Source: an optimization exercise on an open RTL-to-GDS flow (aim: small area and a short achievable clock period). Production flows keep margins and buffers that such runs may drop. Only simulation tests tie the RTL to the original design; equivalence was not proved. Power and IR drop assume default switching activity.

[config.mk]
export PLATFORM = sky130hd
export DESIGN_NAME = dcache_dm
export DESIGN_NICKNAME = dcache_dm
export VERILOG_FILES = /design/flow/design.v
export SDC_FILE = /design/flow/constraint.sdc
export NUM_CORES = 4
export LEC_CHECK = 0
export ABC_AREA = 1
export CAP_MARGIN = 20
export CORE_MARGIN = 2
export CORE_UTILIZATION = 70
export CTS_CLUSTER_DIAMETER = 80
export CTS_CLUSTER_SIZE = 30
export PLACE_DENSITY = 0.8
export SETUP_SLACK_MARGIN = 2.0
export SLEW_MARGIN = 20
[constraint.sdc]
create_clock -name core_clock -period 6.5 [get_ports {CLK}]
set_input_delay 1.3000 -clock core_clock [delete_from_list [all_inputs] [get_ports {CLK}]]
set_output_delay 1.3000 -clock core_clock [all_outputs]
set_load 0.01 [all_outputs]
[design.v]
module dcache_dm (
  input  logic        CLK,
  input  logic        nRST,
  input  logic        halt,
  input  logic        dmemREN,
  input  logic        dmemWEN,
  input  logic        datomic,
  input  logic [31:0] dmemaddr,
  input  logic [31:0] dmemstore,
  output logic        dhit,
  output logic [31:0] dmemload,
  output logic        dREN,
  output logic        dWEN,
  output logic [31:0] daddr,
  output logic [31:0] dstore,
  input  logic        dwait,
  input  logic [31:0] dload,
  output logic        flushed
);
  logic s_idle, s_wb0, s_wb1, s_ld0, s_ld1, s_flush, s_fwb0, s_fwb1, s_done, s_fl;
  logic [7:0]  valid, dirty;
  logic [25:0] tags   [8];
  logic [31:0] words0 [8];
  logic [31:0] words1 [8];
  logic [2:0]  cnt;
  logic [25:0] req_tag;
  logic [2:0]  req_idx;
  logic        req_off;
  logic        req, hit, miss, do_write;
  assign req_tag = dmemaddr[31:6];
  assign req_idx = dmemaddr[5:3];
  assign req_off = dmemaddr[2];
  assign req     = dmemREN | dmemWEN;
  logic [2:0]  ridx;
  logic        roff;
  logic [25:0] rtag;
  logic [31:0] rword;
  assign ridx  = s_fl ? cnt : req_idx;
  assign roff  = s_idle ? req_off : (s_wb1 | s_fwb1);
  assign rtag  = tags[ridx];
  assign rword = roff ? words1[ridx] : words0[ridx];
  assign hit  = s_idle && req && valid[req_idx] && (rtag == req_tag);
  assign miss = s_idle && req && !hit && !halt;
  logic [31:0] link;
  logic        link_valid;
  logic        link_eq, sc_ok;
  assign link_eq  = (link == dmemaddr);
  assign sc_ok    = link_valid && link_eq;
  assign do_write = hit && dmemWEN && (!datomic || sc_ok);
  always_ff @(posedge CLK or negedge nRST) begin
    if (!nRST)                              link_valid <= 1'b0;
    else if (hit && !dmemWEN && datomic)    link_valid <= 1'b1;
    else if (do_write && link_eq)           link_valid <= 1'b0;
  end
  always_ff @(posedge CLK) begin
    if (hit && !dmemWEN && datomic) link <= dmemaddr;
  end
  logic fl_last, fl_clean;
  assign fl_last  = (cnt == 3'd7);
  assign fl_clean = !dirty[cnt];
  always_ff @(posedge CLK or negedge nRST) begin
    if (!nRST) begin
      s_idle  <= 1'b1;
      s_wb0   <= 1'b0;
      s_wb1   <= 1'b0;
      s_ld0   <= 1'b0;
      s_ld1   <= 1'b0;
      s_flush <= 1'b0;
      s_fwb0  <= 1'b0;
      s_fwb1  <= 1'b0;
      s_done  <= 1'b0;
      s_fl    <= 1'b0;
    end else begin
      s_idle  <= s_idle ? (!halt && !miss) : (s_ld1 && !dwait);
      s_wb0   <= (miss && dirty[req_idx]) || (s_wb0 && dwait);
      s_wb1   <= (s_wb0 && !dwait) || (s_wb1 && dwait);
      s_ld0   <= (miss && !dirty[req_idx]) || (s_wb1 && !dwait) || (s_ld0 && dwait);
      s_ld1   <= (s_ld0 && !dwait) || (s_ld1 && dwait);
      s_flush <= (s_idle && halt) || (s_flush && fl_clean && !fl_last) ||
                 (s_fwb1 && !dwait && !fl_last);
      s_fwb0  <= (s_flush && !fl_clean) || (s_fwb0 && dwait);
      s_fwb1  <= (s_fwb0 && !dwait) || (s_fwb1 && dwait);
      s_done  <= s_done || (s_flush && fl_clean && fl_last) || (s_fwb1 && !dwait && fl_last);
      s_fl    <= (s_idle && halt) || (s_flush && !(fl_clean && fl_last)) || s_fwb0 ||
                 (s_fwb1 && !(!dwait && fl_last));
    end
  end
  assign dhit     = hit;
  assign dmemload = dmemWEN ? {31'b0, datomic & sc_ok} : rword;
  assign dstore   = rword;
  assign dREN     = s_ld0 | s_ld1;
  assign dWEN     = s_wb0 | s_wb1 | s_fwb0 | s_fwb1;
  assign daddr    = {rtag, ridx, (s_wb1 | s_ld1 | s_fwb1), 2'b00};
  assign flushed  = s_done;
  logic [31:0] wdata;
  logic        we0, we1, ld_done, tag_we;
  assign wdata   = s_idle ? dmemstore : dload;
  assign ld_done = s_ld1 && !dwait;
  assign we0     = (do_write && !req_off) || (s_ld0 && !dwait);
  assign we1     = (do_write &&  req_off) || ld_done;
  assign tag_we  = (s_idle && req && !dirty[req_idx]) || (s_wb1 && !dwait);
  always_ff @(posedge CLK) begin
    for (int i = 0; i < 8; i++) begin
      if (we0 && req_idx == i)    words0[i] <= wdata;
      if (we1 && req_idx == i)    words1[i] <= wdata;
      if (tag_we && req_idx == i) tags[i]   <= req_tag;
    end
  end
  always_ff @(posedge CLK or negedge nRST) begin
    if (!nRST) begin
      valid <= '0;
      dirty <= '0;
    end else begin
      for (int i = 0; i < 8; i++) begin
        if (ld_done && req_idx == i) begin
          valid[i] <= 1'b1;
          dirty[i] <= 1'b0;
        end else if (do_write && req_idx == i) begin
          dirty[i] <= 1'b1;
        end else if (s_fwb1 && !dwait && cnt == i) begin
          dirty[i] <= 1'b0;
        end
      end
    end
  end
  always_ff @(posedge CLK or negedge nRST) begin
    if (!nRST) begin
      cnt <= '0;
    end else if ((s_flush && fl_clean) || (s_fwb1 && !dwait)) begin
      if (!fl_last) cnt <= cnt + 3'd1;
    end
  end
endmodule
[flow/run.sh]
#!/bin/bash
# Standard layout, with the ports buffered by buf_4 cells instead of the default buffer.
set -e
export BUFFER_PORTS_ARGS="-buffer_cell sky130_fd_sc_hd__buf_4"
bash standard.sh > standard_flow.log 2>&1
[standard.sh]
#!/bin/bash
# synth_recipe.tcl (not shown) runs the flow's synth.tcl, then flattens the netlist and writes it again
# the make line also repeats each setting of config.mk as NAME=value (left out here)
make -C /OpenROAD-flow-scripts/flow DESIGN_CONFIG=/design/flow/config.mk WORK_HOME=/design/flow/orfs CLKGATE_MAP_FILE= SYNTH_SCRIPT=/design/flow/synth_recipe.tcl "${@:-finish}"
==> results of run 1 <==
[repair_timing]
| action | 4_1_cts | 5_1_grt |
|---|---|---|
| gates cloned | 18 | 17 |
| endpoints found under the hold margin | 0 | 0 |
| setup buffers | 72 | 31 |
| pin swaps | 61 | 113 |
| gates resized for setup | 193 | 204 |
| endpoints found under the setup margin | 620 | 578 |
[metal layers]
layer,vias to the layer above,GRT usage,part of all wire
met5,-,0,0
met3,639,0.0752,0.15
met2,2619,0.644,0.47
met4,0,0.242,0.084
li1,9358,-,-
met1,11300,0.496,0.30
[path summary, 6_finish.rpt]
kind	to	slack, ns	cells past startpoint
worst min register to register	s_done	0.47	1
min in group asynchronous	dirty[4]	0.61	1
worst max register to register	words0[6][8]	1.76	18
worst min-delay path	s_done	0.47	1
worst max-delay path	dhit	1.48	17
max in group asynchronous	s_fl	5.56	1
[worst max-delay path, cell delays in order]
cell and delay, ns:
buf_12 0.12, nand2_8 0.07, nand2_8 0.11, nor2_4 0.17, buf_6 0.12, buf_12 0.11
nand2_8 0.08, buf_4 0.19, or2_1 0.25, nand3_1 0.12, nand2_2 0.08, nor2_4 0.27
nand2_2 0.11, inv_2 0.09, nand3_4 0.12, nor2_4 0.23, buf_6 0.14
[cell type report]
cell class / count / area, um2
clock inverter: 14 / 209
timing repair inverter: 4 / 45.0
fill: 1838 / 6010
clock buffer: 38 / 930
inverter: 136 / 611
multi-input combinational: 1303 / 8150
tap: 592 / 741
sequential: 782 / 23300
timing repair buffer: 390 / 4280
[where the power goes]
group	internal (mW)	total, mW	switching [mW]
sequential	5.61	5.66	0.0487
combinational	1.88	4.64	2.76
clock	1.23	2.81	1.59
[per-stage QoR]
stage,instances,utilization
floorplan,2351,-
global placement,3069,0.763
detailed placement,3069,0.763
CTS,3211,0.830
global route,3259,0.864
finish,3259,0.864
[sequential cells by signal (all words and copies together) (netlist names), named ones only]
signal / cells
s_idle: 1
dirty: 8
cnt: 3
words0: 256
valid: 8
s_done: 1
s_flush: 1
s_fl: 1
words1: 256
tags: 208
link: 32
s_wb0: 1
s_fwb0: 1
s_ld0: 1
link_valid: 1
[cells in the mapped netlist, types with 7 or more instances]
cell      number
a22oi_1      181
a21oi_1      120
nor2_1       138
a22o_1         8
buf_6          7
or2_1         13
inv_1        128
buf_2         30
buf_4         20
nand3_1       42
a21oi_2        8
o21ai_0       52
xnor2_1       21
buf_1         16
nand3_2       12
dfrtp_1       29
edfxtp_1     752
nand2_1      407
or2_2         19
clkbuf_1      59
o211ai_1      53
nand4_1      169
[logic make-up (layout without fill, tap and decap cells)]
| group | count (synthesis) | after routing | synth area share |
|---|---|---|---|
| adders and majority gates | 6 | 6 | 0.00238 |
| AOI/OAI and AO/OA | 449 | 449 | 0.0942 |
| buffers and inverters | 269 | 582 | 0.0373 |
| and+or+nand+nor | 818 | 821 | 0.120 |
| other | 1 | 2 | 0.000119 |
| DFF | 782 | 782 | 0.739 |
| muxes | 1 | 1 | 0.000317 |
| xor gates and xnor gates | 24 | 24 | 0.00666 |
==> results.sh, run 1 <==
export IMPL_crit_required_ns=5.20
export IMPL_vias_per_cell=7.35
export IMPL_cts_tree="yes"
export IMPL_routedWlPerCell_um=31.9
export IMPL_first_iter_violations=4503
export IMPL_insertion_delay_ns=0.62
export IMPL_grt_first_pass_wirelength_mm=135
export IMPL_whs_ns=0.475
export IMPL_end_kind="primary output"
export IMPL_yosys_warnings=4
export IMPL_setup_tns_ns=0
export IMPL_synth_area_per_cell_um2=13.4
export IMPL_hold_viol=0
export IMPL_vias=24000
export IMPL_numCtsBuffers=34
export IMPL_cts_max_level=2
export IMPL_pre_cts_slack_ns=0.690
export IMPL_ys_async_sr_fraction=0.0384
export IMPL_critPathLaunch="dmemaddr[5]"
export IMPL_synthFlopType="edfxtp_1"
export IMPL_peakVddDrop_uv=264
export IMPL_status="no timing/DRC/antenna violations"
export IMPL_totalWireLength_mm=104
export IMPL_p_leak_nw=13.7
export IMPL_period_share=0.772
export IMPL_netlist_top_cell_by_area="edfxtp_1"
export IMPL_dr_pass1_iters=11
export IMPL_pin_count=203
export IMPL_mostFrequentLayoutCell="edfxtp_1"
export IMPL_r2r_start="cnt[1]"
export IMPL_start_util=0.712
export IMPL_syn_to_final_growth_pct=21.4
export IMPL_antenna_left=0
export IMPL_layout_common_cells="752 x edfxtp_1, 371 x nand2_1, 266 x buf_4"
export IMPL_grt_use_total=0.394
export IMPL_numPortBuffers=200
export IMPL_post_dp_cell_area_um2=33800
export IMPL_rsz0062_at_grt="true"
export IMPL_fin_ws_ns=1.48
export IMPL_ys_seq_area_frac=0.739
export IMPL_slew_viol_final=0
export IMPL_yosys_top_cells_area="edfxtp_1 72%, nand2_1 4.8%, a22oi_1 4.3%"
export IMPL_clock_path_buffers=3
export IMPL_die_width_um=216
export IMPL_core_um2=44300
export IMPL_p_per_area_nw_per_um2=342
export IMPL_cts_root_buffer_cell="clkbuf_16"
export IMPL_yosysTopAreaCellShare=0.716
export IMPL_rows=77
export IMPL_slew_headroom=0.201
export IMPL_worst_path_max_fanout=7
export IMPL_final_area_um2=38300
export IMPL_grt_pass1_vias=22400
export IMPL_hold_path_class="flip-flop to flip-flop"
export IMPL_period_needed_ns=5.02
export IMPL_holdCritStartpoint="s_done"
export IMPL_antenna_cells=0
export IMPL_ys_types=49
export IMPL_synth_edf_count=752
export IMPL_finalSetupViolCount=0
export IMPL_synthCells=2350
export IMPL_critPathLaunchType="input port"
export IMPL_cts_sinks=782
export IMPL_fin_nets=2760
export IMPL_drive_above_1_share=0.262
export IMPL_finalClockSkew_ns=0.0400
export IMPL_fmax_ghz=0.199
export IMPL_die_h_um=216
export IMPL_drc=0
export IMPL_p_total_mw=13.1
export IMPL_die_area_um2=46800
export IMPL_maxCapViolCount=0
export IMPL_gp_congestion=0.924
export IMPL_grt_ovfl_total=0
export IMPL_place_hpwl_mm=45.1
export IMPL_arrival_ns=3.72
export IMPL_tightest_slew_ns=1.20
export IMPL_syn_cell_area_um2=31600
export IMPL_worstSetupPathType="input port to primary output"
export IMPL_ctsHoldBuffers=0
export IMPL_antenna_found_initial=0
export IMPL_grt_start_max_net_pins=45
export IMPL_clk_pin_slew_ns=0.09
export IMPL_synth_seq_cells=782
==> inputs of run 2 (changes only) <==
--- a/config.mk
+++ b/config.mk
@@ -10,6 +10,6 @@
 export CORE_MARGIN = 2
-export CORE_UTILIZATION = 70
+export CORE_UTILIZATION = 85
 export CTS_CLUSTER_DIAMETER = 80
 export CTS_CLUSTER_SIZE = 30
-export PLACE_DENSITY = 0.8
+export PLACE_DENSITY = 0.92
 export SETUP_SLACK_MARGIN = 2.0
==> results.sh, run 2 <==
export IMPL_netlist_top_cell_by_area="edfxtp_1"
export IMPL_synth_xor_xnor_area_share=0.00666
export IMPL_synth_commonest_cells="752 x edfxtp_1, 407 x nand2_1, 181 x a22oi_1"
export IMPL_post_dp_cell_area_um2=33700
export IMPL_ys_seq_area_frac=0.739
export IMPL_synth_seq_cells=782
export IMPL_synth_compound_area_share=0.0942
export IMPL_numCtsBuffers=34
export IMPL_synthMuxAreaShare=0.000317
export IMPL_yosys_top_cells_area="edfxtp_1 72%, nand2_1 4.8%, a22oi_1 4.3%"
export IMPL_place_hpwl_mm=49.0
export IMPL_ys_async_sr_fraction=0.0384
export IMPL_clock_path_buffers=3
export IMPL_die_h_um=197
export IMPL_die_width_um=197
export IMPL_ys_types=49
export IMPL_synthAdderAreaFrac=0.00238
export IMPL_status="stopped before the end"
export IMPL_start_util=0.862
export IMPL_cts_sinks=782
export IMPL_lastStage="clock tree synthesis (4_1_cts)"
export IMPL_cts_root_buffer_cell="clkbuf_16"
export IMPL_yosysTopAreaCellShare=0.716
export IMPL_rows=70
export IMPL_synthSimpleGateAreaFrac=0.120
export IMPL_synthCells=2350
export IMPL_stop_error="[ERROR DPL-0038] Utilization greater than 100%, impossible to legalize"
export IMPL_synth_edf_count=752
export IMPL_pin_count=203
export IMPL_gp_congestion=0.936
export IMPL_syn_cell_area_um2=31600
export IMPL_synth_top_family_by_area="simple AND/OR/NAND/NOR gates"
export IMPL_cts_max_level=2
export IMPL_synth_area_per_cell_um2=13.4
export IMPL_ctsHoldBuffers=0
export IMPL_yosys_warnings=4
export IMPL_synth_most_common_cell="edfxtp_1"
export IMPL_synthFlopType="edfxtp_1"
export IMPL_dp_cells=2942
export IMPL_postCtsResizedCells=211
export IMPL_post_cts_setup_buffer_count=59
export IMPL_numPortBuffers=200
==> run 2: power groups by stage <==
stage	Clock [mW]	Combinational (mW)	Sequential, mW
after floorplan	0	1.84	5.74
after global placement	0	3.02	5.76
after detailed placement	0	3.18	5.76
==> run 2: kinds of logic after synthesis <==
group	count (synthesis)
xor gates and xnor gates	24
muxes	1
adders and majority gates	6
buffers and inverters	269
other	1
DFF	782
AOI/OAI and AO/OA	449
and+or+nand+nor	818
==> run 2: stage by stage <==
stage / util / setup WS (ns)
floorplan: - / 1.50
global placement: 0.920 / 0.907
detailed placement: 0.920 / 0.643
==> run 2: worst max path at each step <==
stage	slack, ns	endpoint	depth (start not counted)
after floorplan	1.50	words0[0][0]	18
after global placement	0.91	dmemload[11]	12
after detailed placement	0.64	words1[0][30]	20
==> inputs of run 3 (changes only) <==
==> flow/run.sh (replaced) <==
#!/bin/bash
# Standard layout, with the ports buffered by buf_4 cells instead of the default buffer
# and no dummy loads in the clock tree.
set -e
export BUFFER_PORTS_ARGS="-buffer_cell sky130_fd_sc_hd__buf_4"
export CTS_ARGS="-sink_clustering_enable -repair_clock_nets -sink_clustering_size 30 -sink_clustering_max_diameter 80 -dont_use_dummy_load"
bash standard.sh > standard_flow.log 2>&1
--- a/config.mk
+++ b/config.mk
@@ -10,7 +10,6 @@
 export CORE_MARGIN = 2
-export CORE_UTILIZATION = 85
+export CORE_UTILIZATION = 60
 export CTS_CLUSTER_DIAMETER = 80
 export CTS_CLUSTER_SIZE = 30
-export PLACE_DENSITY = 0.92
-export SETUP_SLACK_MARGIN = 2.0
+export SETUP_SLACK_MARGIN = 1.5
 export SLEW_MARGIN = 20
==> results.sh, run 3 <==
export IMPL_yosys_warnings=4
export IMPL_p_per_area_nw_per_um2=326
export IMPL_fin_nets=2641
export IMPL_end_kind="primary output"
export IMPL_period_share=0.763
export IMPL_synth_compound_area_share=0.0942
export IMPL_rows=84
export IMPL_numPortBuffers=200
export IMPL_final_core_util=0.675
export IMPL_critPathLaunchType="input port"
export IMPL_cp_slowest_cell="buf_4"
export IMPL_synthCells=2350
export IMPL_antenna_left=0
export IMPL_synthAdderAreaFrac=0.00238
export IMPL_reg2reg_depth=20
export IMPL_syn_cell_area_um2=31600
export IMPL_fin_ws_ns=1.54
export IMPL_p_total_mw=11.5
export IMPL_slew_viol_final=0
export IMPL_clock_path_buffers=3
export IMPL_core_um2=52200
export IMPL_die_h_um=233
export IMPL_cp_endpoint="dhit"
export IMPL_synth_edf_count=752
export IMPL_die_width_um=233
export IMPL_fmax_ghz=0.202
export IMPL_synth_seq_cells=782
export IMPL_netlist_top_cell_by_area="edfxtp_1"
export IMPL_synth_xor_xnor_area_share=0.00666
export IMPL_slew_headroom=0.295
export IMPL_synthMuxAreaShare=0.000317
export IMPL_finalSetupViolCount=0
export IMPL_synth_most_common_cell="edfxtp_1"
export IMPL_synthFlopType="edfxtp_1"
export IMPL_pre_cts_slack_ns=1.03
export IMPL_synth_top_family_by_area="simple AND/OR/NAND/NOR gates"
export IMPL_yosys_top_cells_area="edfxtp_1 72%, nand2_1 4.8%, a22oi_1 4.3%"
export IMPL_syn_to_final_growth_pct=11.7
export IMPL_hold_path_class="flip-flop to flip-flop"
export IMPL_whs_ns=0.460
export IMPL_p_leak_nw=12.5
export IMPL_pin_count=203
export IMPL_insertion_delay_ns=0.60
export IMPL_setup_tns_ns=0
export IMPL_crit_cells=18
export IMPL_worstSetupPathType="input port to primary output"
export IMPL_cts_sinks=782
export IMPL_peakVddDrop_uv=337
export IMPL_tightest_slew_ns=1.05
export IMPL_die_area_um2=54400
export IMPL_arrival_ns=3.66
export IMPL_drc=0
export IMPL_drive_above_1_share=0.160
export IMPL_crit_family="simple AND/OR/NAND/NOR gates"
export IMPL_status="no timing/DRC/antenna violations"
export IMPL_mostFrequentLayoutCell="edfxtp_1"
export IMPL_path_cells="buf_4 -> inv_1 -> nand2_4 -> nand2_8 -> buf_4 -> nand2_1 -> a21oi_1 -> nor2_1 -> nand2_1 -> nand2_1 -> nand2_1 -> nand2_1 -> nor2_1 -> nand2_1 -> inv_1 -> nand3_1 -> nor2_4 -> buf_4"
export IMPL_reg2reg_slack_ns=1.95
export IMPL_rr_endpoint="words1[0][26]"
export IMPL_r2r_start="cnt[1]"
export IMPL_start_util=0.604
export IMPL_crit_required_ns=5.20
export IMPL_ys_types=49
export IMPL_crit_top_cell="nand2_1"
export IMPL_layout_common_cells="752 x edfxtp_1, 405 x nand2_1, 260 x buf_4"
export IMPL_vias=20300
export IMPL_dr_pass1_iters=6
export IMPL_cts_root_buffer_cell="clkbuf_16"
export IMPL_first_iter_violations=2364
export IMPL_yosysTopAreaCellShare=0.716
export IMPL_routedWlPerCell_um=26.3
export IMPL_synth_commonest_cells="752 x edfxtp_1, 407 x nand2_1, 181 x a22oi_1"
export IMPL_place_hpwl_mm=46.6
export IMPL_rsz0062_at_grt="true"
export IMPL_critPathMaxStageDelay_ns=0.23
export IMPL_grt_first_pass_wirelength_mm=124
export IMPL_gp_congestion=0.863
export IMPL_top_regs="words0 (256), words1 (256), tags (208)"
export IMPL_finalClockSkew_ns=0.0373
export IMPL_worst_path_max_fanout=12
export IMPL_synth_area_per_cell_um2=13.4
export IMPL_totalWireLength_mm=84.7
export IMPL_grt_use_total=0.312
export IMPL_grt_start_max_net_pins=65
export IMPL_clk_pin_slew_ns=0.08
export IMPL_numCtsBuffers=37
export IMPL_crit_buf_inv=5
export IMPL_antenna_found_initial=1
export IMPL_vias_per_cell=6.30
export IMPL_ys_async_sr_fraction=0.0384
export IMPL_grt_pass1_vias=19600
export IMPL_cts_max_level=2
export IMPL_cts_tree="yes"
export IMPL_grt_ovfl_total=0
export IMPL_ys_seq_area_frac=0.739
export IMPL_fillCellCount=3752
export IMPL_hold_viol=0
export IMPL_synthSimpleGateAreaFrac=0.120
export IMPL_period_needed_ns=4.96
export IMPL_critPathLaunch="dmemaddr[4]"
export IMPL_maxCapViolCount=0
run 3: cell counts after synthesis:
No cell type changed its count.
run 3: per-stage QoR:
| stage | area (um2) | cells |
|---|---|---|
| finish | 35200 | 3219 |
| global placement | 34100 | 3170 |
| CTS | 35100 | 3209 |
| floorplan | 31600 | 2351 |
| detailed placement | 34100 | 3170 |
| global route | 35200 | 3218 |
run 3: report_power, final:
| group | switching [mW] | total (mW) | leakage (nW) | internal (mW) |
|---|---|---|---|---|
| clock network | 1.47 | 2.49 | 0.456 | 1.03 |
| registers | 0.0445 | 5.65 | 7.14 | 5.61 |
| logic | 2.13 | 3.33 | 4.85 | 1.21 |
| total | 3.64 | 11.5 | 12.5 | 7.84 |
run 3: kinds of logic (layout without fill, tap and decap cells):
logic type / after synthesis / in the layout
XOR/XNOR: 24 / 24
other: 1 / 3
flip-flops: 782 / 782
multiplexers: 1 / 1
AO/OA/AOI/OAI: 449 / 449
buffers and inverters: 269 / 447
AND/OR/NAND/NOR: 818 / 819
adder cells (fa/ha/maj): 6 / 6
run 3: how the worst min path moves through the flow:
stage,from,end,cells past startpoint
3_5_place_dp,s_done,s_done,1
4_1_cts,s_done,s_done,1
6_report,s_done,s_done,1
2_1_floorplan,valid[7],valid[7],2
3_3_place_gp,s_done,s_done,1
5_1_grt,s_done,s_done,1
run 3: area by class of cell:
type | count | area, um2 | area share
Antenna cell | 1 | 2.50 | 0.0000710
Clock buffer | 37 | 926 | 0.0263
Inverter | 136 | 536 | 0.0152
Multi-Input combinational cell | 1301 | 7350 | 0.208
Sequential cell | 782 | 23300 | 0.662
Tap cell | 688 | 861 | 0.0244
Timing Repair Buffer | 274 | 2240 | 0.0634
run 3: repair_timing:
action / in CTS / in global routing
buffers inserted: 1 / 8
gates resized for setup: 15 / 13
pin swaps: 1 / 3
endpoints found under the setup margin: 64 / 37
gates cloned: 1 / 1
hold buffers: 0 / 0
run 3: metal layers:
metal | up-vias | wire (um) | GRT usage
li1 | 9081 | - | -
met1 | 10000 | 33800 | 0.437
met2 | 1037 | 41200 | 0.512
met3 | 135 | 7000 | 0.0414
met4 | 0 | 2690 | 0.0985
met5 | - | 0 | 0
==> inputs of run 4 (changes only) <==
--- a/config.mk
+++ b/config.mk
@@ -13,3 +13,3 @@
 export CTS_CLUSTER_SIZE = 30
-export SETUP_SLACK_MARGIN = 1.5
+export SETUP_SLACK_MARGIN = 2.2
 export SLEW_MARGIN = 20
==> results.sh, run 4 <==
export IMPL_status="no timing/DRC/antenna violations"
export IMPL_synth_edf_count=752
export IMPL_rows=84
export IMPL_fillCellCount=3166
export IMPL_hold_path_class="flip-flop to flip-flop"
export IMPL_numPortBuffers=200
export IMPL_r2r_start="s_fl"
export IMPL_die_area_um2=54400
export IMPL_finalSetupViolCount=0
export IMPL_p_total_mw=12.9
export IMPL_cts_sinks=782
export IMPL_maxCapViolCount=0
export IMPL_start_util=0.604
export IMPL_pin_count=203
export IMPL_fmax_ghz=0.214
export IMPL_finalClockSkew_ns=0.0437
export IMPL_slew_headroom=0.339
export IMPL_grt_ovfl_total=0
export IMPL_reg2reg_depth=18
export IMPL_syn_to_final_growth_pct=24.8
export IMPL_p_leak_nw=14.0
export IMPL_rsz0062_at_grt="true"
export IMPL_ys_seq_area_frac=0.739
export IMPL_numCtsBuffers=37
export IMPL_grt_pass1_vias=21100
export IMPL_slew_viol_final=0
export IMPL_period_share=0.720
export IMPL_top_regs="words0 (256), words1 (256), tags (208)"
export IMPL_dp_cells=3164
export IMPL_yosys_top_cells_area="edfxtp_1 72%, nand2_1 4.8%, a22oi_1 4.3%"
export IMPL_drive_above_1_share=0.281
export IMPL_clk_pin_slew_ns=0.07
export IMPL_crit_required_ns=5.20
export IMPL_synth_commonest_cells="752 x edfxtp_1, 407 x nand2_1, 181 x a22oi_1"
export IMPL_grt_first_pass_wirelength_mm=140
export IMPL_synth_seq_cells=782
export IMPL_die_h_um=233
export IMPL_arrival_ns=3.38
export IMPL_yosys_warnings=4
export IMPL_ys_types=49
export IMPL_whs_path_depth=1
export IMPL_fin_ws_ns=1.82
export IMPL_p_per_area_nw_per_um2=328
export IMPL_holdCritStartpoint="s_done"
export IMPL_clock_path_buffers=3
export IMPL_fin_cells=3377
export IMPL_mostFrequentLayoutCell="edfxtp_1"
export IMPL_critPathLaunchType="input port"
export IMPL_synth_area_per_cell_um2=13.4
export IMPL_routedWlPerCell_um=28.7
export IMPL_die_width_um=233
export IMPL_grt_start_max_net_pins=47
export IMPL_antenna_found_initial=1
export IMPL_pre_cts_slack_ns=0.697
export IMPL_final_core_util=0.754
export IMPL_worstSetupPathType="input port to primary output"
export IMPL_core_um2=52200
export IMPL_first_iter_violations=2706
export IMPL_setup_tns_ns=0
export IMPL_synth_most_common_cell="edfxtp_1"
export IMPL_netlist_top_cell_by_area="edfxtp_1"
export IMPL_ys_async_sr_fraction=0.0384
export IMPL_synthCells=2350
export IMPL_synthFlopType="edfxtp_1"
export IMPL_peakVddDrop_uv=236
export IMPL_totalWireLength_mm=97.0
export IMPL_vias_per_cell=6.47
export IMPL_hold_viol=0
export IMPL_syn_cell_area_um2=31600
export IMPL_cts_root_buffer_cell="clkbuf_16"
export IMPL_cts_max_level=2
export IMPL_fin_nets=2799
export IMPL_rr_endpoint="words0[0][25]"
export IMPL_grt_use_total=0.358
export IMPL_antenna_left=0
export IMPL_tightest_slew_ns=0.991
export IMPL_period_needed_ns=4.68
export IMPL_place_hpwl_mm=46.6
export IMPL_gp_congestion=0.897
export IMPL_layout_common_cells="752 x edfxtp_1, 379 x nand2_1, 250 x buf_4"
export IMPL_worst_path_max_fanout=8
export IMPL_reg2reg_slack_ns=2.37
export IMPL_end_kind="primary output"
export IMPL_cts_tree="yes"
export IMPL_yosysTopAreaCellShare=0.716
export IMPL_dr_pass1_iters=5
export IMPL_drc=0
export IMPL_min_to="s_done"
export IMPL_insertion_delay_ns=0.60
export IMPL_vias=21800
==> run 4: cell counts after synthesis <==
Identical to the previous run, type by type.
==> run 4: worst max-delay path: stages <==
cell and delay [ns]:
buf_12 0.12, nand2_8 0.08, nand2_8 0.10, nor2_4 0.19
buf_12 0.15, buf_12 0.14, nand2_8 0.12, or2_1 0.27
nand3b_1 0.10, nand2_1 0.05, nor2_1 0.09, nand2_1 0.11
inv_2 0.09, nand3_4 0.10, nor2_4 0.20, buf_6 0.13
==> run 4: metrics by stage <==
| step | area (um2) | hold slack [ns] |
|---|---|---|
| 4_1_cts | 38800 | 0.472 |
| 5_1_grt | 39400 | 0.487 |
| 2_1_floorplan | 31700 | 0.427 |
| 3_3_place_gp | 34100 | 0.442 |
| 3_5_place_dp | 34100 | 0.454 |
| 6_report | 39400 | 0.469 |
==> run 4: repair_timing <==
| item | 4_1_cts | 5_1_grt |
|---|---|---|
| cloned | 46 | 3 |
| hold buffers | 0 | 0 |
| setup endpoints to repair | 635 | 577 |
| resized for setup | 365 | 85 |
| pin swaps | 136 | 101 |
| setup buffers | 108 | 18 |
==> run 4: where the power goes <==
part,switching [mW],internal (mW),leakage (nW)
combinational,2.68,2.10,6.38
clock,1.46,1.03,0.456
sequential,0.0472,5.61,7.14
total,4.19,8.74,14.0
==> run 4: kinds of logic (layout without fill, tap and decap cells) <==
kind of cell | Yosys count | after routing | synth area share
and+or+nand+nor | 818 | 822 | 0.120
DFF | 782 | 782 | 0.739
AOI/OAI and AO/OA | 449 | 449 | 0.0942
buffers and inverters | 269 | 602 | 0.0373
xor gates and xnor gates | 24 | 24 | 0.00666
adders and majority gates | 6 | 6 | 0.00238
other | 1 | 3 | 0.000119
muxes | 1 | 1 | 0.000317
==> run 4: worst max-delay path by stage <==
stage           startpoint            end  cells past startpoint
2_1_floorplan  dmemaddr[3]   words0[0][0]                     18
3_3_place_gp   dmemaddr[4]  words1[0][22]                     20
3_5_place_dp   dmemaddr[4]  words1[5][25]                     20
4_1_cts            dmemWEN           dhit                     12
5_1_grt        dmemaddr[3]           dhit                     17
6_report       dmemaddr[3]           dhit                     16
==> run 4: per-layer routing <==
metal  vias to the layer above  wire length (um)  share of wire  GRT usage
met5                         -                 0              0          0
li1                       9450                 -              -          -
met2                      1290             47000           0.48      0.589
met4                         0              4540          0.047      0.150
met1                     10900             36100           0.37      0.477
met3                       237              9420          0.097     0.0598
==> run 4: area by class of cell <==
class                           count  area, um2  share of cell area
Tap cell                          688        861              0.0219
Timing Repair Buffer              427       5200               0.132
Multi-Input combinational cell   1304       8420               0.214
Inverter                          136        621              0.0158
Sequential cell                   782      23300               0.593
Clock buffer                       37        926              0.0235
Antenna cell                        1       2.50           0.0000635
Timing Repair inverter              2       17.5            0.000445
==> inputs of run 5 (changes only) <==
--- a/config.mk
+++ b/config.mk
@@ -13,3 +13,3 @@
 export CTS_CLUSTER_SIZE = 30
-export SETUP_SLACK_MARGIN = 2.2
+export SETUP_SLACK_MARGIN = 1.9
 export SLEW_MARGIN = 20
==> results.sh, run 5 <==
export IMPL_worst_path_max_fanout=8
export IMPL_synth_most_common_cell="edfxtp_1"
export IMPL_die_h_um=233
export IMPL_drive_above_1_share=0.195
export IMPL_multi_input_area_um2=7700
export IMPL_crit_buf_inv=5
export IMPL_numPortBuffers=200
export IMPL_critPathLaunchType="input port"
export IMPL_critPathMaxStageDelay_ns=0.19
export IMPL_synthFlopType="edfxtp_1"
export IMPL_fin_cells=3261
export IMPL_setup_tns_ns=0
export IMPL_start_util=0.604
export IMPL_finalSetupViolCount=0
export IMPL_path_cells="buf_8 -> nand2_8 -> nand2_8 -> nor2_4 -> buf_12 -> clkbuf_16 -> o21ai_1 -> nand2_1 -> nor2_1 -> nand2_1 -> nand2_1 -> nand2_1 -> nand2_1 -> nor2_1 -> nand2_1 -> inv_2 -> nand3_4 -> nor2_4 -> buf_6"
export IMPL_cts_root_buffer_cell="clkbuf_16"
export IMPL_clk_pin_slew_ns=0.08
export IMPL_syn_to_final_growth_pct=15.3
export IMPL_yosysTopAreaCellShare=0.716
export IMPL_vias=20800
export IMPL_cts_tree="yes"
export IMPL_rows=84
export IMPL_hold_viol=0
export IMPL_rsz0062_at_grt="true"
export IMPL_place_hpwl_mm=46.6
export IMPL_fin_nets=2684
export IMPL_fmax_ghz=0.215
export IMPL_first_iter_violations=2673
export IMPL_routedWlPerCell_um=27.6
export IMPL_core_um2=52200
export IMPL_grt_pass1_vias=20100
export IMPL_cp_slowest_cell="nor2_4"
export IMPL_gp_congestion=0.863
export IMPL_cts_sinks=782
export IMPL_crit_family="simple AND/OR/NAND/NOR gates"
export IMPL_grt_start_max_net_pins=47
export IMPL_drc=0
export IMPL_ys_async_sr_fraction=0.0384
export IMPL_netlist_top_cell_by_area="edfxtp_1"
export IMPL_yosys_top_cells_area="edfxtp_1 72%, nand2_1 4.8%, a22oi_1 4.3%"
export IMPL_synth_seq_cells=782
export IMPL_ctsHoldBuffers=0
export IMPL_synth_area_per_cell_um2=13.4
export IMPL_ys_types=49
export IMPL_grt_use_total=0.330
export IMPL_final_core_util=0.697
export IMPL_die_area_um2=54400
export IMPL_slew_viol_final=0
export IMPL_whs_ns=0.460
export IMPL_crit_top_cell="nand2_1"
export IMPL_status="no timing/DRC/antenna violations"
export IMPL_totalWireLength_mm=90.0
export IMPL_seqCellArea_um2=23300
export IMPL_die_width_um=233
export IMPL_crit_required_ns=5.20
export IMPL_tightest_slew_ns=1.06
export IMPL_synth_commonest_cells="752 x edfxtp_1, 407 x nand2_1, 181 x a22oi_1"
export IMPL_numCtsBuffers=37
export IMPL_fillCellCount=3614
export IMPL_grt_first_pass_wirelength_mm=130
export IMPL_hold_path_class="flip-flop to flip-flop"
export IMPL_clock_path_buffers=3
export IMPL_layout_common_cells="752 x edfxtp_1, 385 x nand2_1, 262 x buf_4"
export IMPL_end_kind="primary output"
export IMPL_worstSetupPathType="input port to primary output"
export IMPL_p_per_area_nw_per_um2=329
export IMPL_grt_ovfl_total=0
export IMPL_vias_per_cell=6.39
export IMPL_yosys_warnings=4
export IMPL_peakVddDrop_uv=347
export IMPL_synthCells=2350
export IMPL_arrival_ns=3.35
export IMPL_period_needed_ns=4.65
export IMPL_dr_pass1_iters=6
export IMPL_p_leak_nw=12.9
export IMPL_syn_cell_area_um2=31600
export IMPL_synth_edf_count=752
export IMPL_ys_seq_area_frac=0.739
export IMPL_antenna_left=0
export IMPL_antenna_cells=0
export IMPL_finalClockSkew_ns=0.0458
export IMPL_mostFrequentLayoutCell="edfxtp_1"
export IMPL_pin_count=203
export IMPL_slew_headroom=0.287
export IMPL_period_share=0.716
export IMPL_cts_max_level=2
export IMPL_top_regs="words0 (256), words1 (256), tags (208)"
export IMPL_antenna_found_initial=2
export IMPL_dp_cells=3170
export IMPL_insertion_delay_ns=0.61
export IMPL_maxCapViolCount=0
## run 5: what timing repair did
action | CTS | global route
resized for setup | 103 | 68
endpoints found under the setup margin | 577 | 324
hold endpoints to repair | 0 | 0
buffers inserted | 24 | 11
pin swaps | 13 | 35
cloned | 14 | 5
## run 5: per-stage QoR
step | power, mW | setup WS (ns) | area (um2)
final | 12.0 | 1.85 | 36400
after detailed placement | 8.99 | 1.03 | 34100
after CTS | 11.8 | 1.90 | 36000
after global placement | 8.96 | 1.06 | 34100
after floorplan | 7.59 | 1.50 | 31600
after global routing | 12.4 | 1.82 | 36400
## run 5: final cells by class
class | count | share of cell area
Sequential cell | 782 | 0.641
Multi-Input combinational cell | 1306 | 0.212
Timing Repair Buffer | 310 | 0.0805
Clock buffer | 37 | 0.0254
Tap cell | 688 | 0.0237
Inverter | 136 | 0.0167
Timing Repair inverter | 2 | 0.000550
## run 5: layer usage
layer | global-route usage | part of all wire
met4 | 0.123 | 0.039
met3 | 0.0446 | 0.085
met5 | 0 | 0.00042
met1 | 0.458 | 0.39
met2 | 0.540 | 0.49
## run 5: final timing paths
| path | start | to | slack, ns | cells past startpoint |
|---|---|---|---|---|
| max | dmemaddr[5] | dhit | 1.85 | 19 |
| min | s_done | s_done | 0.46 | 1 |
| max reg2reg | s_fl | words1[2][19] | 2.12 | 21 |
| min reg2reg | s_done | s_done | 0.46 | 1 |
| max in group asynchronous | nRST | s_idle | 5.52 | 1 |
| min in group asynchronous | nRST | cnt[2] | 0.65 | 1 |
## run 5: cell families after synthesis
kind of cell | Yosys count | share of synthesized area
AO/OA/AOI/OAI | 449 | 0.0942
multiplexers | 1 | 0.000317
other | 1 | 0.000119
XOR/XNOR | 24 | 0.00666
buffers and inverters | 269 | 0.0373
adder cells (fa/ha/maj) | 6 | 0.00238
AND/OR/NAND/NOR | 818 | 0.120
flip-flops | 782 | 0.739
## run 5: power by group
part / internal, mW / switching [mW]
logic: 1.47 / 2.35
clock network: 1.03 / 1.47
registers: 5.61 / 0.0462
## run 5: worst register-to-register path: cells and delay by family (launching register included)
family / cells / cell delay [ns]
AO/OA/AOI/OAI: 2 / 0.30
buffers and inverters: 5 / 1.21
flip-flops: 1 / 0.51
AND/OR/NAND/NOR: 14 / 1.97
==> inputs of run 6 (changes only) <==
--- a/config.mk
+++ b/config.mk
@@ -13,3 +13,3 @@
 export CTS_CLUSTER_SIZE = 30
-export SETUP_SLACK_MARGIN = 1.9
+export SETUP_SLACK_MARGIN = 1.7
 export SLEW_MARGIN = 20
==> results.sh, run 6 <==
export IMPL_synthCells=2350
export IMPL_synthMuxAreaShare=0.000317
export IMPL_syn_to_final_growth_pct=13.3
export IMPL_fin_nets=2659
export IMPL_yosys_warnings=4
export IMPL_yosysTopAreaCellShare=0.716
export IMPL_drive_above_1_share=0.170
export IMPL_p_leak_nw=12.7
export IMPL_routedWlPerCell_um=27.2
export IMPL_finalClockSkew_ns=0.0396
export IMPL_cts_sinks=782
export IMPL_antenna_cells=0
export IMPL_synth_edf_count=752
export IMPL_crit_cells=18
export IMPL_fin_ws_ns=1.66
export IMPL_grt_ovfl_total=0
export IMPL_synth_top_family_by_area="simple AND/OR/NAND/NOR gates"
export IMPL_netlist_top_cell_by_area="edfxtp_1"
export IMPL_p_per_area_nw_per_um2=328
export IMPL_path_cells="buf_4 -> nand2_1 -> nand2_4 -> nor2_4 -> buf_4 -> nand2_8 -> nand2_1 -> nor2_1 -> nand2_1 -> nand2_1 -> nand2_1 -> nand2_1 -> nor2_1 -> nand2_1 -> inv_1 -> nand3_2 -> nor2_4 -> buf_4"
export IMPL_slew_headroom=0.282
export IMPL_syn_cell_area_um2=31600
export IMPL_grt_pass1_vias=19700
export IMPL_cp_slowest_cell="nor2_4"
export IMPL_grt_first_pass_wirelength_mm=126
export IMPL_die_width_um=233
export IMPL_cts_tree="yes"
export IMPL_critPathLaunchType="input port"
export IMPL_crit_top_cell="nand2_1"
export IMPL_ctsHoldBuffers=0
export IMPL_insertion_delay_ns=0.60
export IMPL_layout_common_cells="752 x edfxtp_1, 403 x nand2_1, 256 x buf_4"
export IMPL_hold_path_class="flip-flop to flip-flop"
export IMPL_peakVddDrop_uv=339
export IMPL_crit_required_ns=5.20
export IMPL_antenna_found_initial=2
export IMPL_synth_commonest_cells="752 x edfxtp_1, 407 x nand2_1, 181 x a22oi_1"
export IMPL_hold_viol=0
export IMPL_maxCapViolCount=0
export IMPL_gp_congestion=0.863
export IMPL_first_iter_violations=2532
export IMPL_synth_compound_area_share=0.0942
export IMPL_die_area_um2=54400
export IMPL_period_needed_ns=4.84
export IMPL_drc=0
export IMPL_pre_cts_slack_ns=1.03
export IMPL_synth_area_per_cell_um2=13.4
export IMPL_antenna_left=0
export IMPL_start_util=0.604
export IMPL_fmax_ghz=0.207
export IMPL_cts_root_buffer_cell="clkbuf_16"
export IMPL_ys_types=49
export IMPL_clk_pin_slew_ns=0.08
export IMPL_whs_ns=0.461
export IMPL_worstSetupPathType="input port to primary output"
export IMPL_synthAdderAreaFrac=0.00238
export IMPL_whs_path_depth=1
export IMPL_crit_family="simple AND/OR/NAND/NOR gates"
export IMPL_grt_use_total=0.320
export IMPL_synth_seq_cells=782
export IMPL_end_kind="primary output"
export IMPL_synth_xor_xnor_area_share=0.00666
export IMPL_critPathMaxStageDelay_ns=0.20
export IMPL_setup_tns_ns=0
export IMPL_synthFlopType="edfxtp_1"
export IMPL_slew_viol_final=0
export IMPL_totalWireLength_mm=88.1
export IMPL_cts_max_level=2
export IMPL_crit_buf_inv=4
export IMPL_synthSimpleGateAreaFrac=0.120
export IMPL_fillCellCount=3689
export IMPL_die_h_um=233
export IMPL_reg2reg_depth=20
export IMPL_status="no timing/DRC/antenna violations"
export IMPL_place_hpwl_mm=46.6
export IMPL_mostFrequentLayoutCell="edfxtp_1"
export IMPL_yosys_top_cells_area="edfxtp_1 72%, nand2_1 4.8%, a22oi_1 4.3%"
export IMPL_top_regs="words0 (256), words1 (256), tags (208)"
export IMPL_vias=20600
export IMPL_arrival_ns=3.54
export IMPL_worst_path_max_fanout=16
export IMPL_numPortBuffers=200
export IMPL_core_um2=52200
export IMPL_numCtsBuffers=37
export IMPL_rows=84
export IMPL_grt_start_max_net_pins=65
export IMPL_ys_async_sr_fraction=0.0384
export IMPL_ys_seq_area_frac=0.739
export IMPL_synth_most_common_cell="edfxtp_1"
export IMPL_tightest_slew_ns=1.07
export IMPL_finalSetupViolCount=0
export IMPL_vias_per_cell=6.35
export IMPL_rsz0062_at_grt="true"
export IMPL_dr_pass1_iters=5
export IMPL_period_share=0.745
export IMPL_pin_count=203
export IMPL_clock_path_buffers=3
-- run 6: cell counts after synthesis --
No cell type changed its count.
-- run 6: worst paths after layout --
kind	startpoint	endpoint	slack, ns
max in group asynchronous	nRST	s_idle	5.53
worst min register to register	s_done	s_done	0.46
worst max register to register	cnt[1]	words1[0][22]	2.07
worst max-delay path	dmemaddr[5]	dhit	1.66
worst min-delay path	s_done	s_done	0.46
min in group asynchronous	nRST	s_fwb0	0.64
-- run 6: per-stage QoR --
stage	instances	area, um2	util	power [mW]
2_1_floorplan	2351	31600	-	7.59
5_1_grt	3236	35700	0.684	12.2
6_report	3236	35700	0.684	11.7
4_1_cts	3221	35400	0.677	11.6
3_5_place_dp	3170	34100	0.652	8.99
3_3_place_gp	3170	34100	0.652	8.96
-- run 6: repair_timing --
item                       4_1_cts  5_1_grt
resized for setup               33       43
pin swaps                        6        8
setup endpoints to repair      247      297
hold endpoints to repair         0        0
buffers inserted                 8       10
cloned                           6        5
-- run 6: logic make-up after synthesis --
family,count (synthesis)
AO/OA/AOI/OAI,449
XOR/XNOR,24
adder cells (fa/ha/maj),6
buffers and inverters,269
flip-flops,782
multiplexers,1
other,1
AND/OR/NAND/NOR,818
-- run 6: report_power, final --
part           internal (mW)  switching (mW)
combinational           1.33            2.23
clock                   1.03            1.47
sequential              5.61          0.0445
-- run 6: routing by layer --
| layer | vias to the layer above | GRT usage | wire length, um |
|---|---|---|---|
| li1 | 9131 | - | - |
| met1 | 10200 | 0.446 | 34800 |
| met2 | 1064 | 0.526 | 43100 |
| met3 | 143 | 0.0436 | 7410 |
| met4 | 4 | 0.103 | 2820 |
| met5 | - | 0 | 31 |
-- run 6: area by class of cell --
type	instances	area (um2)	share of cell area
well taps	688	861	0.0241
clock buffers	37	926	0.0259
inverters	136	576	0.0161
multi-input cells	1302	7420	0.207
repair buffers	291	2630	0.0736
flip-flops and latches	782	23300	0.653
-- run 6: worst reg2reg max path, cell delays in order, from the launching register on --
cell and delay (ns):
dfrtp_1 0.46, inv_1 0.21, nand2_2 0.23, nand2_8 0.25, buf_6 0.20, nand2_1 0.11, a21oi_1 0.19, nor2_1 0.08
nand2_1 0.08, nand2_1 0.07, nand2_1 0.06, nand2_1 0.04, nor2_1 0.13, nand2_1 0.10, inv_1 0.07, nand3_2 0.15
nor2_4 0.20, buf_4 0.19, nand3_2 0.35, a21oi_4 0.24, buf_4 0.63
==> inputs of run 7 (changes only) <==
--- a/config.mk
+++ b/config.mk
@@ -13,3 +13,3 @@
 export CTS_CLUSTER_SIZE = 30
-export SETUP_SLACK_MARGIN = 1.7
+export SETUP_SLACK_MARGIN = 2.0
 export SLEW_MARGIN = 20
==> results.sh, run 7 <==
export IMPL_place_hpwl_mm=46.6
export IMPL_top_regs="words0 (256), words1 (256), tags (208)"
export IMPL_die_width_um=233
export IMPL_vias_per_cell=6.43
export IMPL_worst_path_max_fanout=9
export IMPL_yosys_top_cells_area="edfxtp_1 72%, nand2_1 4.8%, a22oi_1 4.3%"
export IMPL_yosysTopAreaCellShare=0.716
export IMPL_synth_commonest_cells="752 x edfxtp_1, 407 x nand2_1, 181 x a22oi_1"
export IMPL_min_to="s_done"
export IMPL_rows=84
export IMPL_r2r_start="s_fl"
export IMPL_synth_seq_cells=782
export IMPL_rr_endpoint="words1[4][22]"
export IMPL_synth_most_common_cell="edfxtp_1"
export IMPL_holdCritStartpoint="s_done"
export IMPL_mostFrequentLayoutCell="edfxtp_1"
export IMPL_cts_root_buffer_cell="clkbuf_16"
export IMPL_die_area_um2=54400
export IMPL_drc=0
export IMPL_start_util=0.604
export IMPL_whs_path_depth=1
export IMPL_synth_edf_count=752
export IMPL_clk_pin_slew_ns=0.08
export IMPL_status="no timing/DRC/antenna violations"
export IMPL_fin_nets=2717
export IMPL_slew_headroom=0.291
export IMPL_ctsHoldBuffers=0
export IMPL_cts_max_level=2
export IMPL_cts_tree="yes"
export IMPL_numPortBuffers=200
export IMPL_antenna_cells=0
export IMPL_gp_congestion=0.863
export IMPL_antenna_found_initial=1
export IMPL_synth_area_per_cell_um2=13.4
export IMPL_setup_tns_ns=0
export IMPL_crit_required_ns=5.20
export IMPL_yosys_warnings=4
export IMPL_reg2reg_depth=20
export IMPL_dp_cells=3170
export IMPL_grt_ovfl_total=0
export IMPL_totalWireLength_mm=92.4
export IMPL_grt_start_max_net_pins=47
export IMPL_peakVddDrop_uv=347
export IMPL_cts_sinks=782
export IMPL_grt_first_pass_wirelength_mm=132
export IMPL_hold_path_class="flip-flop to flip-flop"
export IMPL_syn_to_final_growth_pct=18.0
export IMPL_fin_cells=3294
export IMPL_critPathLaunchType="input port"
export IMPL_p_leak_nw=13.2
export IMPL_slew_viol_final=0
export IMPL_reg2reg_slack_ns=2.22
export IMPL_netlist_top_cell_by_area="edfxtp_1"
export IMPL_rsz0062_at_grt="true"
export IMPL_layout_common_cells="752 x edfxtp_1, 377 x nand2_1, 266 x buf_4"
export IMPL_period_needed_ns=4.64
export IMPL_die_h_um=233
export IMPL_final_core_util=0.713
export IMPL_tightest_slew_ns=1.06
export IMPL_pin_count=203
export IMPL_synthFlopType="edfxtp_1"
export IMPL_hold_viol=0
export IMPL_clock_path_buffers=3
export IMPL_finalSetupViolCount=0
export IMPL_p_per_area_nw_per_um2=328
export IMPL_finalClockSkew_ns=0.0404
export IMPL_first_iter_violations=2761
export IMPL_arrival_ns=3.34
export IMPL_core_um2=52200
export IMPL_post_dp_cell_area_um2=34100
export IMPL_grt_use_total=0.336
export IMPL_ys_async_sr_fraction=0.0384
export IMPL_insertion_delay_ns=0.60
export IMPL_grt_pass1_vias=20100
export IMPL_worstSetupPathType="input port to primary output"
export IMPL_fillCellCount=3504
export IMPL_p_total_mw=12.2
export IMPL_final_area_um2=37300
export IMPL_routedWlPerCell_um=28.1
export IMPL_dr_pass1_iters=6
export IMPL_numCtsBuffers=37
export IMPL_drive_above_1_share=0.227
export IMPL_synthCells=2350
export IMPL_period_share=0.714
export IMPL_syn_cell_area_um2=31600
export IMPL_antenna_left=0
export IMPL_end_kind="primary output"
export IMPL_maxCapViolCount=0
export IMPL_vias=21200
export IMPL_ys_types=49
export IMPL_ys_seq_area_frac=0.739
export IMPL_fmax_ghz=0.215
run 7: changes by cell type in the layout (fill, tap and decap cells not counted), sizes merged:
cell          change
buf              +49
bufbuf            -1
bufinv            -1
clkbuf            +3
clkinv            +2
dlymetal6s2s      +1
inv               +1
nand2             +4
run 7: area by class of cell:
cell class	count	area, um2	share of cell area
Sequential cell	782	23300	0.626
Multi-Input combinational cell	1306	8000	0.215
Timing Repair Buffer	343	3470	0.0931
Clock buffer	37	926	0.0249
Tap cell	688	861	0.0231
Inverter	136	631	0.0169
Timing Repair inverter	2	27.5	0.000739
run 7: critical path, stage by stage:
cell and delay, ns:
buf_12 0.12, nand2_8 0.11, nand2_8 0.10, nor2_4 0.16
buf_12 0.16, nand2_8 0.14, nand2_1 0.11, nor2_1 0.05
nand2_1 0.07, nand2_1 0.08, nand2_1 0.14, nand2_1 0.08
nor2_1 0.09, nand2_1 0.09, inv_2 0.08, nand3_4 0.12
nor2_4 0.18, buf_6 0.13
run 7: per-stage QoR:
| step | hold slack [ns] | setup WS (ns) |
|---|---|---|
| floorplan | 0.427 | 1.50 |
| global placement | 0.446 | 1.06 |
| detailed placement | 0.446 | 1.03 |
| CTS | 0.465 | 1.90 |
| global route | 0.479 | 1.83 |
| finish | 0.460 | 1.86 |
run 7: timing repair:
item	CTS	global route
resized for setup	131	144
endpoints found under the hold margin	0	0
pin swaps	19	88
buffers inserted	29	29
endpoints found under the setup margin	577	467
gates cloned	21	8
run 7: power by group:
part | switching, mW | total (mW) | internal (mW)
Combinational | 2.47 | 4.07 | 1.60
Sequential | 0.0485 | 5.66 | 5.61
Clock | 1.48 | 2.50 | 1.03
run 7: worst max-delay path by stage:
stage,to,from,slack [ns],cells past startpoint
6_report,dhit,dmemaddr[3],1.86,18
5_1_grt,dhit,dmemaddr[4],1.83,18
4_1_cts,dhit,dmemaddr[3],1.90,19
3_5_place_dp,dmemload[29],dmemaddr[4],1.03,12
3_3_place_gp,words1[0][22],dmemaddr[4],1.06,20
2_1_floorplan,words0[0][0],dmemaddr[3],1.50,18
run 7: per-layer routing:
| layer | GRT usage | share of wire |
|---|---|---|
| met1 | 0.461 | 0.38 |
| met2 | 0.551 | 0.48 |
| met3 | 0.0459 | 0.094 |
| met4 | 0.130 | 0.040 |
| met5 | 0 | 0.00014 |
run 7: kinds of logic after synthesis:
logic type,Yosys count,synth area share
simple gates,818,0.120
xor+xnor,24,0.00666
mux,1,0.000317
fa+ha+maj,6,0.00238
other cells,1,0.000119
compound gates,449,0.0942
buf+inv,269,0.0373
flops,782,0.739
==> inputs of run 8 (changes only) <==
--- a/config.mk
+++ b/config.mk
@@ -13,2 +13,3 @@
 export CTS_CLUSTER_SIZE = 30
+export PLACE_DENSITY = 0.75
 export SETUP_SLACK_MARGIN = 2.0
==> results.sh, run 8 <==
export IMPL_finalSetupViolCount=0
export IMPL_period_needed_ns=4.71
export IMPL_vias=22300
export IMPL_fmax_ghz=0.212
export IMPL_synth_most_common_cell="edfxtp_1"
export IMPL_reg2reg_depth=19
export IMPL_die_h_um=233
export IMPL_rr_endpoint="words0[3][7]"
export IMPL_die_area_um2=54400
export IMPL_whs_path_depth=1
export IMPL_setup_tns_ns=0
export IMPL_switching_share=0.327
export IMPL_cts_max_level=2
export IMPL_peakVddDrop_uv=231
export IMPL_die_width_um=233
export IMPL_multi_input_area_um2=7960
export IMPL_cts_tree="yes"
export IMPL_insertion_delay_ns=0.59
export IMPL_grt_pass1_vias=21100
export IMPL_rsz0062_at_grt="true"
export IMPL_antenna_cells=0
export IMPL_power_frac_clock=0.194
export IMPL_p_per_area_nw_per_um2=329
export IMPL_yosysTopAreaCellShare=0.716
export IMPL_p_comb_frac=0.352
export IMPL_pin_count=203
export IMPL_critPathLaunchType="input port"
export IMPL_worstSetupPathType="input port to primary output"
export IMPL_tightest_slew_ns=1.02
export IMPL_p_leak_nw=13.5
export IMPL_fin_nets=2753
export IMPL_routedWlPerCell_um=28.4
export IMPL_p_int_mw=8.38
export IMPL_grt_first_pass_wirelength_mm=134
export IMPL_cts_root_buffer_cell="clkbuf_16"
export IMPL_syn_cell_area_um2=31600
export IMPL_antenna_left=0
export IMPL_p_sw_mw=4.07
export IMPL_r2r_start="cnt[2]"
export IMPL_vias_per_cell=6.70
export IMPL_grt_start_max_net_pins=68
export IMPL_ys_types=49
export IMPL_p_seq_frac=0.454
export IMPL_hold_viol=0
export IMPL_worst_path_max_fanout=8
export IMPL_gp_congestion=0.847
export IMPL_hold_path_class="flip-flop to flip-flop"
export IMPL_clk_pin_slew_ns=0.08
export IMPL_synth_edf_count=752
export IMPL_netlist_top_cell_by_area="edfxtp_1"
export IMPL_antenna_found_initial=1
export IMPL_core_um2=52200
export IMPL_synthFlopType="edfxtp_1"
export IMPL_start_util=0.604
export IMPL_slew_headroom=0.318
export IMPL_clock_path_buffers=3
export IMPL_numPortBuffers=200
export IMPL_first_iter_violations=3643
export IMPL_end_kind="primary output"
export IMPL_drc=0
export IMPL_status="no timing/DRC/antenna violations"
export IMPL_drive_above_1_share=0.238
export IMPL_grt_ovfl_total=0
export IMPL_crit_required_ns=5.20
export IMPL_layout_common_cells="752 x edfxtp_1, 371 x nand2_1, 277 x buf_4"
export IMPL_dr_pass1_iters=8
export IMPL_holdCritStartpoint="valid[1]"
export IMPL_maxCapViolCount=0
export IMPL_synth_area_per_cell_um2=13.4
export IMPL_top_regs="words0 (256), words1 (256), tags (208)"
export IMPL_arrival_ns=3.41
export IMPL_synthCells=2350
export IMPL_rows=84
export IMPL_reg2reg_slack_ns=2.13
export IMPL_yosys_top_cells_area="edfxtp_1 72%, nand2_1 4.8%, a22oi_1 4.3%"
export IMPL_grt_use_total=0.340
export IMPL_yosys_warnings=4
export IMPL_fillCellCount=3120
export IMPL_synth_seq_cells=782
export IMPL_ys_async_sr_fraction=0.0384
export IMPL_seqCellArea_um2=23300
export IMPL_cts_sinks=782
export IMPL_slew_viol_final=0
export IMPL_synth_commonest_cells="752 x edfxtp_1, 407 x nand2_1, 181 x a22oi_1"
export IMPL_period_share=0.724
export IMPL_ctsHoldBuffers=0
export IMPL_min_to="valid[1]"
export IMPL_totalWireLength_mm=94.6
export IMPL_ys_seq_area_frac=0.739
export IMPL_final_core_util=0.725
export IMPL_finalClockSkew_ns=0.0432
export IMPL_numCtsBuffers=35
export IMPL_place_hpwl_mm=47.8
export IMPL_syn_to_final_growth_pct=20.0
export IMPL_mostFrequentLayoutCell="edfxtp_1"
run 8: cell counts after synthesis:
Identical to the previous run, type by type.
run 8: per-layer routing:
layer	up-vias	track usage	part of all wire	wire, um
li1	9338	-	-	-
met1	10800	0.489	0.37	34700
met2	1851	0.519	0.46	43700
met3	270	0.0742	0.14	12800
met4	0	0.119	0.036	3420
met5	-	0	0	0
run 8: final cells by class:
class	instances	share of cell area
Sequential cell	782	0.616
Timing Repair Buffer	378	0.110
Multi-Input combinational cell	1305	0.210
Tap cell	688	0.0227
Clock buffer	35	0.0231
Timing Repair inverter	6	0.00139
Inverter	136	0.0167
run 8: worst max path at each step:
stage | startpoint | to | slack, ns | depth (start not counted)
2_1_floorplan | dmemaddr[3] | words0[0][0] | 1.50 | 18
3_3_place_gp | dmemaddr[4] | dmemload[11] | 0.82 | 11
3_5_place_dp | dmemaddr[4] | dmemload[11] | 0.81 | 11
4_1_cts | dmemaddr[4] | dhit | 1.90 | 19
5_1_grt | dmemaddr[3] | dhit | 1.72 | 17
6_report | dmemaddr[3] | dhit | 1.79 | 17
run 8: critical path: stages:
cell     delay [ns]
buf_12         0.12
nand2_8        0.06
nand2_8        0.09
nor2_4         0.15
buf_6          0.15
buf_12         0.14
nand2_8        0.10
buf_4          0.16
or2_4          0.22
nand3_1        0.08
nand2_1        0.07
nor2_1         0.08
nand2_1        0.11
nor2_1         0.12
nand2_1        0.09
nor2_4         0.19
buf_6          0.15
run 8: timing repair:
item	4_1_cts	5_1_grt
setup endpoints to repair	587	499
gates resized for setup	213	100
gates cloned	31	7
pin swaps	66	79
setup buffers	70	27
run 8: cell families (layout without fill, tap and decap cells):
kind of cell | count (synthesis) | after routing | share of synthesized area
AO/OA/AOI/OAI | 449 | 449 | 0.0942
XOR/XNOR | 24 | 24 | 0.00666
adder cells (fa/ha/maj) | 6 | 6 | 0.00238
buffers and inverters | 269 | 555 | 0.0373
flip-flops | 782 | 782 | 0.739
multiplexers | 1 | 1 | 0.000317
other | 1 | 2 | 0.000119
AND/OR/NAND/NOR | 818 | 823 | 0.120
run 8: stage by stage:
stage / instances / power [mW] / instance area (um2) / setup slack [ns] / hold WS (ns)
after global routing: 3330 / 12.8 / 37900 / 1.72 / 0.498
after CTS: 3296 / 12.1 / 37200 / 1.90 / 0.485
final: 3330 / 12.5 / 37900 / 1.79 / 0.486
after detailed placement: 3160 / 8.91 / 34100 / 0.812 / 0.456
after floorplan: 2351 / 7.59 / 31600 / 1.50 / 0.427
after global placement: 3160 / 8.86 / 34100 / 0.823 / 0.452
run 8: power groups by stage:
stage	clock network [mW]	registers (mW)	logic, mW
CTS	2.41	5.65	4.02
global placement	0	5.76	3.10
finish	2.41	5.66	4.38
floorplan	0	5.74	1.84
global route	2.56	5.66	4.61
detailed placement	0	5.76	3.15
==> inputs of run 9 (changes only) <==
--- a/config.mk
+++ b/config.mk
@@ -10,6 +10,5 @@
 export CORE_MARGIN = 2
-export CORE_UTILIZATION = 60
+export CORE_UTILIZATION = 65
 export CTS_CLUSTER_DIAMETER = 80
 export CTS_CLUSTER_SIZE = 30
-export PLACE_DENSITY = 0.75
 export SETUP_SLACK_MARGIN = 2.0
==> results.sh, run 9 <==
export IMPL_status="no timing/DRC/antenna violations"
export IMPL_fmax_ghz=0.215
export IMPL_clk_pin_slew_ns=0.09
export IMPL_pre_cts_slack_ns=0.901
export IMPL_p_per_area_nw_per_um2=329
export IMPL_synthAdderAreaFrac=0.00238
export IMPL_numCtsBuffers=36
export IMPL_clock_path_buffers=3
export IMPL_cts_tree="yes"
export IMPL_die_area_um2=50300
export IMPL_synth_top_family_by_area="simple AND/OR/NAND/NOR gates"
export IMPL_insertion_delay_ns=0.59
export IMPL_syn_cell_area_um2=31600
export IMPL_synth_xor_xnor_area_share=0.00666
export IMPL_ys_types=49
export IMPL_synthMuxAreaShare=0.000317
export IMPL_synthSimpleGateAreaFrac=0.120
export IMPL_cts_max_level=2
export IMPL_arrival_ns=3.35
export IMPL_fin_ws_ns=1.85
export IMPL_worst_path_max_fanout=8
export IMPL_maxCapViolCount=0
export IMPL_layout_common_cells="752 x edfxtp_1, 383 x nand2_1, 276 x buf_4"
export IMPL_dr_pass1_iters=5
export IMPL_tightest_slew_ns=1.03
export IMPL_synth_compound_area_share=0.0942
export IMPL_die_width_um=224
export IMPL_synthFlopType="edfxtp_1"
export IMPL_synth_area_per_cell_um2=13.4
export IMPL_hold_viol=0
export IMPL_pin_count=203
export IMPL_yosysTopAreaCellShare=0.716
export IMPL_rsz0062_at_grt="true"
export IMPL_grt_first_pass_wirelength_mm=129
export IMPL_finalSetupViolCount=0
export IMPL_totalWireLength_mm=90.2
export IMPL_crit_required_ns=5.20
export IMPL_numPortBuffers=200
export IMPL_slew_viol_final=0
export IMPL_start_util=0.660
export IMPL_antenna_found_initial=2
export IMPL_core_um2=47800
export IMPL_setup_tns_ns=0
export IMPL_netlist_top_cell_by_area="edfxtp_1"
export IMPL_crit_top_cell="nand2_2"
export IMPL_cp_slowest_cell="buf_12"
export IMPL_antenna_left=0
export IMPL_grt_pass1_vias=20500
export IMPL_drive_above_1_share=0.226
export IMPL_yosys_top_cells_area="edfxtp_1 72%, nand2_1 4.8%, a22oi_1 4.3%"
export IMPL_period_share=0.716
export IMPL_synth_most_common_cell="edfxtp_1"
export IMPL_gp_congestion=0.860
export IMPL_ctsHoldBuffers=0
export IMPL_fin_nets=2733
export IMPL_cts_root_buffer_cell="clkbuf_16"
export IMPL_ys_seq_area_frac=0.739
export IMPL_yosys_warnings=4
export IMPL_ys_async_sr_fraction=0.0384
export IMPL_reg2reg_slack_ns=2.12
export IMPL_vias=21500
export IMPL_grt_start_max_net_pins=49
export IMPL_vias_per_cell=6.64
export IMPL_die_h_um=224
export IMPL_synthCells=2350
export IMPL_mostFrequentLayoutCell="edfxtp_1"
export IMPL_antenna_cells=0
export IMPL_peakVddDrop_uv=377
export IMPL_grt_use_total=0.352
export IMPL_period_needed_ns=4.65
export IMPL_critPathLaunchType="input port"
export IMPL_synth_seq_cells=782
export IMPL_place_hpwl_mm=45.8
export IMPL_crit_family="simple AND/OR/NAND/NOR gates"
export IMPL_worstSetupPathType="input port to primary output"
export IMPL_rows=80
export IMPL_finalClockSkew_ns=0.0447
export IMPL_synth_edf_count=752
export IMPL_crit_buf_inv=5
export IMPL_first_iter_violations=2868
export IMPL_grt_ovfl_total=0
export IMPL_syn_to_final_growth_pct=17.9
export IMPL_top_regs="words0 (256), words1 (256), tags (208)"
export IMPL_slew_headroom=0.317
export IMPL_p_leak_nw=13.2
export IMPL_hold_path_class="flip-flop to flip-flop"
export IMPL_critPathMaxStageDelay_ns=0.17
export IMPL_routedWlPerCell_um=27.9
export IMPL_drc=0
export IMPL_synth_commonest_cells="752 x edfxtp_1, 407 x nand2_1, 181 x a22oi_1"
export IMPL_end_kind="primary output"
export IMPL_cts_sinks=782
export IMPL_fillCellCount=2844
export IMPL_path_cells="buf_8 -> inv_6 -> nand2_4 -> nand2_8 -> buf_12 -> buf_6 -> nand3_4 -> nor2_4 -> nor2_1 -> nand2_1 -> nand2_2 -> nand2_2 -> nand2_2 -> nor2_2 -> nand2_1 -> nor2_2 -> nand2_2 -> nor2_4 -> buf_6"
run 9: logic make-up after synthesis:
kind of cell,count (synthesis)
AO/OA/AOI/OAI,449
XOR/XNOR,24
adder cells (fa/ha/maj),6
buffers and inverters,269
flip-flops,782
multiplexers,1
other,1
AND/OR/NAND/NOR,818
run 9: layout make-up:
type                       instances  area (um2)  share of cell area
inverter                         136         608              0.0163
clock buffer                      36         901              0.0242
timing repair inverter             1        8.76            0.000235
multi-input combinational       1307        7880               0.212
sequential                       782       23300               0.627
tap                              615         769              0.0207
timing repair buffer             360        3690              0.0993
run 9: timing repair:
item | 4_1_cts | 5_1_grt
pin swaps | 46 | 63
gates cloned | 22 | 7
setup endpoints to repair | 635 | 474
hold endpoints to repair | 0 | 0
resized for setup | 167 | 92
setup buffers | 63 | 12
run 9: per-layer routing:
metal | part of all wire | GRT usage | up-vias | wire, um
li1 | - | - | 9293 | -
met1 | 0.36 | 0.469 | 10600 | 32900
met2 | 0.50 | 0.594 | 1347 | 44900
met3 | 0.097 | 0.0515 | 215 | 8770
met4 | 0.041 | 0.135 | 2 | 3710
met5 | 0.000055 | 0 | - | 5
run 9: stage by stage:
stage,instance area [um2],total power [mW],utilization,std cells,hold slack (ns)
4_1_cts,36600,12.0,0.765,3218,0.471
3_5_place_dp,33900,8.94,0.709,3097,0.451
5_1_grt,37200,12.6,0.777,3237,0.482
6_report,37200,12.3,0.777,3237,0.464
2_1_floorplan,31600,7.59,-,2351,0.427
3_3_place_gp,33900,8.89,0.709,3097,0.447
run 9: tightest hold or removal path, cell delays in order, from the launching register on:
cell     delay [ns]
dfrtp_1        0.33
inv_1          0.05
o21ai_0        0.06
run 9: where the power goes:
group,internal [mW],switching (mW),total (mW)
registers,5.61,0.0502,5.66
logic,1.69,2.48,4.17
clock network,1.00,1.43,2.43
run 9: final timing paths:
path | from | end | depth (start not counted)
setup / recovery | dmemaddr[4] | dhit | 19
hold / removal | valid[7] | valid[7] | 2
setup reg to reg | cnt[0] | words1[3][25] | 22
hold reg to reg | valid[7] | valid[7] | 2
max in group asynchronous | nRST | cnt[2] | 1
min in group asynchronous | nRST | dirty[7] | 1

[separate check: timing with driven ports]
No port has a modelled driver above. Below, the same layouts with a new extraction and two added sets of constraints. Step 1, drivers: a clkbuf_16 drives CLK and a buf_2 each remaining input, both assumed. Step 2 also shifts input and output timing later by t, the mid clock arrival at the registers, as if the neighbouring blocks saw the same clock. Three values: ideal, step 1, step 2; two values: the first two.
| run | t (ns) | setup WS [ns] | worst slew at a driven data input, ns |
|---|---|---|---|
| run 1 | 0.660 | 1.482 / 1.400 / 1.034 | 0.14 |
| run 3 | 0.640 | 1.544 / 1.522 / 1.168 | 0.09 |
| run 4 | 0.642 | 1.822 / 1.769 / 1.627 | 0.12 |
| run 5 | 0.644 | 1.849 / 1.804 / 1.471 | 0.09 |
| run 6 | 0.640 | 1.658 / 1.637 / 1.285 | 0.08 |
| run 7 | 0.641 | 1.859 / 1.796 / 1.467 | 0.08 |
| run 8 | 0.631 | 1.793 / 1.716 / 1.428 | 0.11 |
| run 9 | 0.624 | 1.848 / 1.768 / 1.415 | 0.12 |
After both steps every run listed still meets setup and hold. The setup slack of run 1, which loses most, moves by -0.082 ns with the drivers and by -0.448 ns with both steps.
